This design comes from an exercise in tuning for small area, a short achievable clock period and few clock cycles per item on the open sky130 flow, not from production work.
At most, simulation tests tie the RTL to the original design; equivalence was not proved.
Power figures rest on the tool's default switching activity, not on a simulated workload.

==> amber: inputs <==
// angle_to_cursor_calibrated_mapper_top
module angle_to_cursor_calibrated_mapper_top (
   input  logic        clock,
   input  logic        reset,
   input  logic        req_tvalid,
   output logic        req_tready,
   input  logic [23:0] req_tdata,    
   input  logic [2:0]  req_tuser,    
   output logic        rsp_tvalid,
   input  logic        rsp_tready,
   output logic [39:0] rsp_tdata,    
   output logic [0:0]  rsp_tuser,    
   input  logic        csr_we,
   input  logic [1:0]  csr_index,
   input  logic [13:0] csr_wdata
);
==> flow/config.mk <==
export PLATFORM = sky130hd
export DESIGN_NAME = angle_to_cursor_calibrated_mapper_top
export DESIGN_NICKNAME = angle_to_cursor_calibrated_mapper_top
export VERILOG_FILES = /design/flow/design.v
export SDC_FILE = /design/flow/constraint.sdc
export NUM_CORES = 4
export LEC_CHECK = 0
export ABC_AREA = 1
export CAP_MARGIN = 20
export CORE_MARGIN = 2
export CORE_UTILIZATION = 60
export CTS_BUF_LIST = sky130_fd_sc_hd__clkbuf_8
export PLACE_DENSITY = 0.72
export SETUP_SLACK_MARGIN = 3.9
export SLEW_MARGIN = 20
export SYNTH_HIERARCHICAL = 1
==> flow/constraint.sdc <==
create_clock -name core_clock -period 7.5 [get_ports {clock}]
set_input_delay 1.5000 -clock core_clock [delete_from_list [all_inputs] [get_ports {clock}]]
set_output_delay 1.5000 -clock core_clock [all_outputs]
set_load 0.01 [all_outputs]
run.sh (not shown) runs the stock make flow with config.mk's settings and CLKGATE_MAP_FILE= SYNTH_SCRIPT=/design/flow/synth_recipe.tcl, a recipe that flattens the netlist after the stock synthesis.
==> inputs of lagoon, as changes to amber <==
--- a/flow/design.v
+++ b/flow/design.v
@@ -84,14 +84,23 @@
 );
    logic       v0_ff;
    logic       st0_ff, isa0_ff, isb0_ff, ism0_ff;    
    logic [8:0] y0_ff, p0_ff;
    logic       lb0_ff, rb0_ff;
+   logic signed [10:0] lo0_ff, hi0_ff, lo1_ff, hi1_ff;
+   logic signed [10:0] yq;
+   logic               ylo;
+   assign yq  = $signed({2'b00, req_data[8:0]});
+   assign ylo = (req_data[8:0] < 9'd180);
    always_ff @(posedge clock) begin
       if (reset) v0_ff <= 1'b0;
       else if (adv) v0_ff <= req_valid;
       if (adv) begin
+         lo0_ff <= yq - 11'sd181;
+         hi0_ff <= yq + 11'sd181;
+         lo1_ff <= ylo ? yq - 11'sd1 : yq - 11'sd361;
+         hi1_ff <= ylo ? yq + 11'sd361 : yq + 11'sd1;
          st0_ff  <= (req_kind == 3'd0);
          isa0_ff <= (req_kind == 3'd1);
          isb0_ff <= (req_kind == 3'd2);
          ism0_ff <= (req_kind == 3'd3);
          y0_ff  <= req_data[8:0];
@@ -114,10 +123,14 @@
       is_m = ism0_ff;
       upd  = adv && v0_ff;
    end
    acm_rec u_rec (
       .y      (y0_ff),
+      .lo0    (lo0_ff),
+      .hi0    (hi0_ff),
+      .lo1    (lo1_ff),
+      .hi1    (hi1_ff),
       .a      (a_ff),
       .b      (b_ff),
       .sh     (sh_ff),
       .is_a   (is_a),
       .is_b   (is_b),
@@ -218,43 +231,41 @@
    assign o_dy = dy2_ff;
    assign o_ex = ex2_ff;
    assign o_ey = ey2_ff;
 endmodule
 module acm_rec (
-   input  logic [8:0] y,
-   input  logic [8:0] a,
-   input  logic [8:0] b,
-   input  logic       sh,
-   input  logic       is_a,
-   input  logic       is_b,
-   input  logic       ka,
-   input  logic       kb,
-   output logic [8:0] t,        
-   output logic [8:0] a_n,      
-   output logic [8:0] b_n,
-   output logic       wrap
+   input  logic [8:0]         y,
+   input  logic signed [10:0] lo0,
+   input  logic signed [10:0] hi0,
+   input  logic signed [10:0] lo1,
+   input  logic signed [10:0] hi1,
+   input  logic [8:0]         a,
+   input  logic [8:0]         b,
+   input  logic               sh,
+   input  logic               is_a,
+   input  logic               is_b,
+   input  logic               ka,
+   input  logic               kb,
+   output logic [8:0]         t,        
+   output logic [8:0]         a_n,      
+   output logic [8:0]         b_n,
+   output logic               wrap
 );
    logic [8:0] hy, hhy, ht, ha, hb;
-   logic [9:0] da, db;
-   logic lo, far_a, far_b;
-   function automatic logic far_from(input logic [9:0] d, input logic lo, input logic sh);
-      if (!sh)     far_from = ($signed(d) > 10'sd180) || ($signed(d) < -10'sd180);
-      else if (lo) far_from = ($signed(d) > 10'sd0)   || ($signed(d) < -10'sd360);
-      else         far_from = ($signed(d) > 10'sd360) || ($signed(d) < 10'sd0);
-   endfunction
+   logic signed [10:0] as, bs;
+   logic far_a, far_b;
    always_comb begin
       hy    = acm_pkg::half_turn(y);
       hhy   = (y >= 9'd360) ? y - 9'd360 : y;
       t     = sh ? hy : y;
       ht    = sh ? hhy : hy;
       ha    = acm_pkg::half_turn(a);
       hb    = acm_pkg::half_turn(b);
-      lo    = (y < 9'd180);
-      da    = {1'b0, y} - {1'b0, a};
-      db    = {1'b0, y} - {1'b0, b};
-      far_a = far_from(da, lo, sh);
-      far_b = far_from(db, lo, sh);
+      as    = $signed({2'b00, a});
+      bs    = $signed({2'b00, b});
+      far_a = sh ? ((lo1 >= as) || (hi1 <= as)) : ((lo0 >= as) || (hi0 <= as));
+      far_b = sh ? ((lo1 >= bs) || (hi1 <= bs)) : ((lo0 >= bs) || (hi0 <= bs));
       wrap  = is_a ? (far_b && kb) : (far_a && ka);
       if (is_a) begin
          a_n = wrap ? ht : t;
          b_n = wrap ? hb : b;
       end else begin
@@ -427,12 +438,12 @@
    logic [24:0] wy_ff [NST];
    logic [8:0]  ex_ff [NST];
    logic [8:0]  ey_ff [NST];
    logic [24:0] wx_n [NST];
    logic [24:0] wy_n [NST];
-   acm_div2 u_div_x0 (.w({2'b00, nxm_ff}), .d(exm_ff), .w_out(wx_n[0]));
-   acm_div2 u_div_y0 (.w({2'b00, nym_ff}), .d(eym_ff), .w_out(wy_n[0]));
+   acm_div4 u_div_x0 (.w({2'b00, nxm_ff}), .d(exm_ff), .w_out(wx_n[0]));
+   acm_div4 u_div_y0 (.w({2'b00, nym_ff}), .d(eym_ff), .w_out(wy_n[0]));
    always_ff @(posedge clock) begin
       if (reset) v_ff[0] <= 1'b0;
       else if (adv) v_ff[0] <= vm_ff;
       if (adv) begin
          pv_ff[0] <= pvm_ff;
@@ -445,12 +456,12 @@
          ex_ff[0] <= exm_ff;
          ey_ff[0] <= eym_ff;
       end
    end
    for (genvar s = 1; s < NST; s++) begin : g_div
-      acm_div2 u_div_x (.w(wx_ff[s-1]), .d(ex_ff[s-1]), .w_out(wx_n[s]));
-      acm_div2 u_div_y (.w(wy_ff[s-1]), .d(ey_ff[s-1]), .w_out(wy_n[s]));
+      acm_div4 u_div_x (.w(wx_ff[s-1]), .d(ex_ff[s-1]), .w_out(wx_n[s]));
+      acm_div4 u_div_y (.w(wy_ff[s-1]), .d(ey_ff[s-1]), .w_out(wy_n[s]));
       always_ff @(posedge clock) begin
          if (reset) v_ff[s] <= 1'b0;
          else if (adv) v_ff[s] <= v_ff[s-1];
          if (adv) begin
             pv_ff[s] <= pv_ff[s-1];
@@ -488,28 +499,49 @@
    output logic [8:0]  e_out
 );
    assign n     = s + c;
    assign e_out = ({2'b00, n[22:16]} >= e) ? 9'd0 : e;
 endmodule
-module acm_div2 (
+module acm_div4 (
    input  logic [24:0] w,
    input  logic [8:0]  d,
    output logic [24:0] w_out
 );
-   assign w_out = acm_pkg::div_step(acm_pkg::div_step(w, d), d);
+   logic [11:0] x, nd1, nd2, cs_s, cs_c, u1, u2, u3;
+   logic [8:0]  r;
+   logic [1:0]  q;
+   always_comb begin
+      x    = {1'b0, w[24:14]};
+      nd1  = ~{3'b000, d};
+      nd2  = ~{2'b00, d, 1'b0};
+      cs_s = x ^ nd1 ^ nd2;
+      cs_c = {(x[10:0] & nd1[10:0]) | (x[10:0] & nd2[10:0]) | (nd1[10:0] & nd2[10:0]), 1'b0};
+      u1   = x + nd1 + 12'd1;
+      u2   = x + nd2 + 12'd1;
+      u3   = cs_s + cs_c + 12'd2;
+      if (!u3[11])      begin q = 2'd3; r = u3[8:0]; end
+      else if (!u2[11]) begin q = 2'd2; r = u2[8:0]; end
+      else if (!u1[11]) begin q = 2'd1; r = u1[8:0]; end
+      else              begin q = 2'd0; r = x[8:0];  end
+      w_out = {r, w[13:0], q};
+   end
 endmodule
 module acm_place (
    input  logic [15:0] q,
    input  logic        neg,
    input  logic [11:0] m,
    output logic [15:0] p
 );
-   logic signed [17:0] s;
+   logic [17:0] s;
    always_comb begin
-      s = $signed({6'd0, m}) + $signed({2'b00, q} ^ {18{neg}}) + $signed({17'd0, neg});
-      if (!neg) p = (s > 18'sd32767)  ? 16'h7fff : s[15:0];
-      else      p = (s < -18'sd32768) ? 16'h8000 : s[15:0];
+      if (!neg) begin
+         s = {2'b00, q} + {6'd0, m};
+         p = (s > 18'd32767) ? 16'h7fff : s[15:0];
+      end else begin
+         s = {6'd0, m} - {2'b00, q};
+         p = ($signed(s) < -18'sd32768) ? 16'h8000 : s[15:0];
+      end
    end
 endmodule
 `timescale 1ns / 1ps
 module angle_to_cursor_calibrated_mapper_top (
    input  logic        clock,
ABC_AREA = default   (was 1)
CORE_UTILIZATION = 40   (was 60)
CTS_BUF_LIST = default   (was sky130_fd_sc_hd__clkbuf_8)
PLACE_DENSITY = default   (was 0.72)
SETUP_SLACK_MARGIN = 5   (was 3.9)
==> qor summary <==
quantity                                                            lagoon    amber
Depth of the most critical reg-to-reg path                              14       18
Biggest fanout along the worst timing path                               9        7
Inserted Clock Buffers                                                 115      170
Max-Slew Margin vs Limit                                             0.336    0.291
Antenna Diode Count                                                      1        3
P&R area growth vs syn                                               23.5%    7.11%
Average wire per cell in the routed design                         18.2 µm  14.5 µm
Number of antenna violations at the first check in global routing        4        5
Status                                            timing/DRC/antenna clean  timing/DRC/antenna clean
Clock period minus worst slack                                     3600 ps  3490 ps
Clock Latency Late Sink                                             760 ps   890 ps
Die extent in x                                                     459 µm   358 µm
Total chip power                                                   47.9 mW  35.4 mW
Via count of the routed design                                       57800    56100
Worst path depth                                                        14       18
Testbench counts of lagoon, summed over its fixed seeds: cycles 2,512, items 2,400.
For amber, only the layout was checked, not whether the RTL still works.

-- afterwards: timing with drivers on the ports --
The flow's constraints put no driver on any port. The routed layouts listed below were extracted and timed again, unchanged, in two steps. Step 1: set_driving_cell puts a clkbuf_16 on clock and a buf_2 on each other input, an assumption about the parent block. Step 2 also shifts input and output timing later by t, the mid clock arrival at the registers, as if the neighbouring blocks saw the same clock. a / b / c = no drivers / after step 1 / after step 2; a / b = the first two.
| run | shift t [ns] | slack for setup (ns) | worst slew at a driven data input, ns |
|---|---|---|---|
| amber | 0.939 | 4.009 / 4.009 / 3.867 | 0.16 |
| lagoon | 0.820 | 3.896 / 3.896 / 3.896 | 0.13 |
After both steps every run listed still meets setup and hold. For amber, which loses most, drivers alone change the setup slack by 0.000 ns; drivers and shift together by -0.142 ns.
